This is an optimization exercise on Yosys and OpenROAD, whose aim is a short achievable clock period, not a production implementation.
Function was checked by simulation only, so behaviour that the tests miss may differ from the original.
No driver is modelled on the clock port, so clocking that relies on it looks cheaper here than on a real chip.
Power is estimated from default activity; no workload was simulated.

==> module decode_stage, before the edit <==
module decode_stage (
  input  logic                clk,
  input  logic                clr,
  input  logic [31:1]         f_rs_oh,
  input  logic [31:1]         f_rt_oh,
  input  logic                d_valid,
  input  mips_pkg::instr_t    d_inst,
  input  logic [31:1]         wb_wr_oh,
  input  logic                m_wreg,
  input  logic [31:1]         m_dest_oh,
  input  mips_pkg::word_t     wb_wdata_n,
  output logic                e_wreg,
  output logic                e_m2reg,
  output logic                e_wmem,
  output logic                e_sub,
  output logic                e_slt,
  output logic                e_logic,
  output logic [2:0]          e_lop,
  output mips_pkg::reg_addr_t e_dest,
  output mips_pkg::word_t     e_a,
  output mips_pkg::word_t     e_b,
  output logic [7:0]          e_imm
);
  logic                wreg;
  logic                m2reg;
  logic                wmem;
  logic                is_r;
  logic                is_lw;
  logic                is_sw;
  logic                fn_ok;
  logic [31:1]         wr_nx;
  logic                byp_a;
  logic                byp_b;
  logic [31:1][31:0]   regs;
  logic [31:1]         d_rs_sel;
  logic [31:1]         d_rt_sel;
  mips_pkg::word_t     qa;
  mips_pkg::word_t     qb;
  for (genvar i = 1; i < 32; i++) begin : g_rf
    always_ff @(posedge clk) begin
      if (wb_wr_oh[i]) begin
        regs[i] <= ~wb_wdata_n;
      end
    end
  end
  assign wr_nx = m_wreg ? m_dest_oh : '0;
  always_ff @(posedge clk) begin
    d_rs_sel <= f_rs_oh & ~wr_nx;
    d_rt_sel <= f_rt_oh & ~wr_nx;
    byp_a    <= |(f_rs_oh & wr_nx);
    byp_b    <= |(f_rt_oh & wr_nx);
  end
  for (genvar b = 0; b < 32; b++) begin : g_rd
    logic [31:1] col;
    for (genvar i = 1; i < 32; i++) begin : g_col
      assign col[i] = regs[i][b];
    end
    assign qa[b] = |(col & d_rs_sel) | (byp_a & !wb_wdata_n[b]);
    assign qb[b] = |(col & d_rt_sel) | (byp_b & !wb_wdata_n[b]);
  end
  assign is_r  = d_inst.r.op == mips_pkg::op_rtype;
  assign is_lw = d_inst.r.op == mips_pkg::op_lw;
  assign is_sw = d_inst.r.op == mips_pkg::op_sw;
  assign fn_ok = d_inst.r.funct == mips_pkg::fn_add || d_inst.r.funct == mips_pkg::fn_sub ||
                 d_inst.r.funct == mips_pkg::fn_and || d_inst.r.funct == mips_pkg::fn_or  ||
                 d_inst.r.funct == mips_pkg::fn_nor || d_inst.r.funct == mips_pkg::fn_slt;
  assign wreg  = d_valid && ((is_r && fn_ok) || is_lw);
  assign wmem  = d_valid && is_sw;
  assign m2reg = is_lw;
  always_ff @(posedge clk or negedge clr) begin
    if (!clr) begin
      e_wreg <= 1'b0;
      e_wmem <= 1'b0;
    end else begin
      e_wreg <= wreg;
      e_wmem <= wmem;
    end
  end
  always_ff @(posedge clk) begin
    e_m2reg <= m2reg;
    e_sub   <= d_inst.r.funct == mips_pkg::fn_sub || d_inst.r.funct == mips_pkg::fn_slt;
    e_slt   <= d_inst.r.funct == mips_pkg::fn_slt;
    e_logic <= d_inst.r.funct[2];
    e_lop   <= {d_inst.r.funct == mips_pkg::fn_nor, d_inst.r.funct == mips_pkg::fn_or,
                d_inst.r.funct == mips_pkg::fn_and};
    e_dest  <= is_lw ? d_inst.i.rt : d_inst.r.rd;
    e_a     <= qa;
    e_b     <= qb;
    e_imm   <= d_inst.i.imm[7:0];
  end
endmodule
==> module mips_pipeline, before the edit <==
module mips_pipeline (
  input  logic                clk,
  input  logic                clr,
  input  logic                run,
  input  logic                load_we,
  input  logic                load_sel,
  input  mips_pkg::mem_addr_t load_addr,
  input  mips_pkg::word_t     load_data,
  output mips_pkg::word_t     pc,
  output logic                wb_we,
  output mips_pkg::reg_addr_t wb_dest,
  output mips_pkg::word_t     wb_data
);
  logic [31:1]         f_rs_oh;
  logic [31:1]         f_rt_oh;
  logic                d_valid;
  mips_pkg::instr_t    d_inst;
  logic                e_wreg;
  logic                e_m2reg;
  logic                e_wmem;
  logic                e_sub;
  logic                e_slt;
  logic                e_logic;
  logic [2:0]          e_lop;
  mips_pkg::reg_addr_t e_dest;
  mips_pkg::word_t     e_a;
  mips_pkg::word_t     e_b;
  logic [7:0]          e_imm;
  logic                m_wreg;
  mips_pkg::reg_addr_t m_dest;
  logic [31:1]         m_dest_oh;
  logic [63:0]         m_rd_oh;
  logic [63:0]         m_wr_oh;
  logic                m_slt;
  logic                m_sgn_diff;
  logic                m_a31;
  logic                m_t31_0;
  logic                m_t31_1;
  logic                m_c8;
  logic [3:1]          m_gg;
  logic [3:1]          m_gp;
  mips_pkg::word_t     m_s0;
  logic [31:8]         m_s1;
  mips_pkg::word_t     m_lres;
  mips_pkg::word_t     m_qb;
  logic [31:1]         wb_wr_oh;
  mips_pkg::word_t     wb_wdata_n;
  fetch_stage fetch_stage_inst (
    .clk, .clr, .run, .load_we, .load_sel, .load_addr, .load_data,
    .pc, .f_rs_oh, .f_rt_oh, .d_valid, .d_inst
  );
  decode_stage decode_stage_inst (
    .clk, .clr, .f_rs_oh, .f_rt_oh, .d_valid, .d_inst, .wb_wr_oh, .m_wreg, .m_dest_oh, .wb_wdata_n,
    .e_wreg, .e_m2reg, .e_wmem, .e_sub, .e_slt, .e_logic, .e_lop, .e_dest, .e_a, .e_b, .e_imm
  );
  execute_stage execute_stage_inst (
    .clk, .clr,
    .e_wreg, .e_m2reg, .e_wmem, .e_sub, .e_slt, .e_logic, .e_lop, .e_dest, .e_a, .e_b, .e_imm,
    .m_wreg, .m_dest, .m_dest_oh, .m_rd_oh, .m_wr_oh, .m_slt,
    .m_sgn_diff, .m_a31, .m_t31_0, .m_t31_1, .m_c8, .m_gg, .m_gp, .m_s0, .m_s1, .m_lres, .m_qb
  );
  memory_stage memory_stage_inst (
    .clk, .clr, .run, .load_we, .load_sel, .load_addr, .load_data,
    .m_wreg, .m_dest, .m_dest_oh, .m_rd_oh, .m_wr_oh, .m_slt,
    .m_sgn_diff, .m_a31, .m_t31_0, .m_t31_1, .m_c8, .m_gg, .m_gp, .m_s0, .m_s1, .m_lres, .m_qb,
    .wb_we, .wb_dest, .wb_data, .wb_wr_oh, .wb_wdata_n
  );
endmodule
clock: 5.0 ns
lec_check: 0
cap_margin: 20
core_margin: 2
core_utilization: 45
slew_margin: 20
standard.sh (not shown) runs the stock make flow with config.mk's settings and CLKGATE_MAP_FILE= SYNTH_SCRIPT=/design/flow/synth_recipe.tcl, a recipe that flattens the netlist after the stock synthesis.
==> flow/flow/run.sh <==
#!/bin/bash
# Standard ORFS layout with these changes:
# - at clock tree synthesis (see post_cts.tcl) the clock port drives the
#   tree's first level directly instead of through a root buffer, and timing
#   repair after CTS steps its target up in stages;
# - a few slow cells are kept out of synthesis and repair: the single-size
#   a222oi, the 4-high series stacks (or4, nor4, a2111, o2111) and the adder
#   cells, so abc builds those functions from faster gates.
set -euo pipefail
HERE=$(pwd)
PLAT_DU=$(make -s -C $FLOW_HOME DESIGN_CONFIG=$HERE/config.mk WORK_HOME=$HERE/orfs print-DONT_USE_CELLS 2>/dev/null | sed 's/^DONT_USE_CELLS = //')
EXTRA_DU="sky130_fd_sc_hd__a222oi_1 sky130_fd_sc_hd__or4_* sky130_fd_sc_hd__or4b_* sky130_fd_sc_hd__or4bb_*
 sky130_fd_sc_hd__nor4_* sky130_fd_sc_hd__nor4b_* sky130_fd_sc_hd__nor4bb_* sky130_fd_sc_hd__a2111oi_*
 sky130_fd_sc_hd__o2111ai_* sky130_fd_sc_hd__a2111o_* sky130_fd_sc_hd__o2111a_* sky130_fd_sc_hd__ha_*
 sky130_fd_sc_hd__fa_* sky130_fd_sc_hd__fah_*"
DU="$(echo $PLAT_DU $EXTRA_DU)"
echo "DONT_USE_CELLS = $DU" > $HERE/flow_dont_use.log
export POST_CTS_TCL=$HERE/flow/post_cts.tcl
export SETUP_SLACK_MARGIN=${SETUP_SLACK_MARGIN:-2.8}
bash standard.sh POST_CTS_TCL=$POST_CTS_TCL SKIP_CTS_REPAIR_TIMING=1 REMOVE_ABC_BUFFERS=1 \
  SETUP_SLACK_MARGIN=$SETUP_SLACK_MARGIN TNS_END_PERCENT=100 "DONT_USE_CELLS=$DU" finish > $HERE/flow_make.log 2>&1
Other scripts of this flow, unchanged in this note and not shown: flow/flow/post_cts.tcl
==> next run, changes <==
--- a/flow/design.v
+++ b/flow/design.v
@@ -173,6 +173,4 @@
   input  mips_pkg::instr_t    d_inst,
   input  logic [31:1]         wb_wr_oh,
-  input  logic                m_wreg,
-  input  logic [31:1]         m_dest_oh,
   input  mips_pkg::word_t     wb_wdata_n,
   output logic                e_wreg,
@@ -195,5 +193,6 @@
   logic                is_sw;
   logic                fn_ok;
-  logic [31:1]         wr_nx;
+  logic [31:1]         d_rs_oh;
+  logic [31:1]         d_rt_oh;
   logic                byp_a;
   logic                byp_b;
@@ -210,11 +209,12 @@
     end
   end
-  assign wr_nx = m_wreg ? m_dest_oh : '0;
   always_ff @(posedge clk) begin
-    d_rs_sel <= f_rs_oh & ~wr_nx;
-    d_rt_sel <= f_rt_oh & ~wr_nx;
-    byp_a    <= |(f_rs_oh & wr_nx);
-    byp_b    <= |(f_rt_oh & wr_nx);
+    d_rs_oh <= f_rs_oh;
+    d_rt_oh <= f_rt_oh;
   end
+  assign d_rs_sel = d_rs_oh & ~wb_wr_oh;
+  assign d_rt_sel = d_rt_oh & ~wb_wr_oh;
+  assign byp_a    = |(d_rs_oh & wb_wr_oh);
+  assign byp_b    = |(d_rt_oh & wb_wr_oh);
   for (genvar b = 0; b < 32; b++) begin : g_rd
     logic [31:1] col;
@@ -522,5 +522,5 @@
   );
   decode_stage decode_stage_inst (
-    .clk, .clr, .f_rs_oh, .f_rt_oh, .d_valid, .d_inst, .wb_wr_oh, .m_wreg, .m_dest_oh, .wb_wdata_n,
+    .clk, .clr, .f_rs_oh, .f_rt_oh, .d_valid, .d_inst, .wb_wr_oh, .wb_wdata_n,
     .e_wreg, .e_m2reg, .e_wmem, .e_sub, .e_slt, .e_logic, .e_lop, .e_dest, .e_a, .e_b, .e_imm
   );
The changed run completed with no timing, DRC or antenna violations.
Setup slack improves by 0.089 ns.
Total power stays flat.
Register-to-register slack improved by 0.19 ns.
Maximum frequency is higher by 3.6%.
Via count drops by 3.3%.
Worst hold slack improves by 0.12 ns.
Cell count came out lower by 1.0%.
Clock skew falls by 0.0034 ns.
Final area is lower by 2.2%.

==> re-timing with driven ports <==
Ports are ideal in the flow. The routed layouts listed here were re-timed in OpenROAD.
Step 1 sets driving cells, clkbuf_16 on the clock port and buf_2 on the other inputs (assumed; they add their load-dependent delay and slew).
Step 2 moves the port delays by t, midway between the first and last clock arrival at a register: inputs arrive t later, outputs are due t later. That takes back most of the time a late clock gives input paths.
Three values: no drivers, after step 1, after step 2; two values: the first two.
run	t, ns	slack for setup (ns)	hold slack, ns	worst setup path after step 2
the first run	1.099	2.402 / 2.229 / 1.172	0.068 / -0.127 / 0.313	input to register
the second run	1.071	2.491 / 2.253 / 1.309	0.184 / 0.002 / 0.332	input to register
After both steps every run listed still meets setup and hold. The setup slack of the first run, which loses most, moves by -0.173 ns with the drivers and by -1.230 ns with both steps.
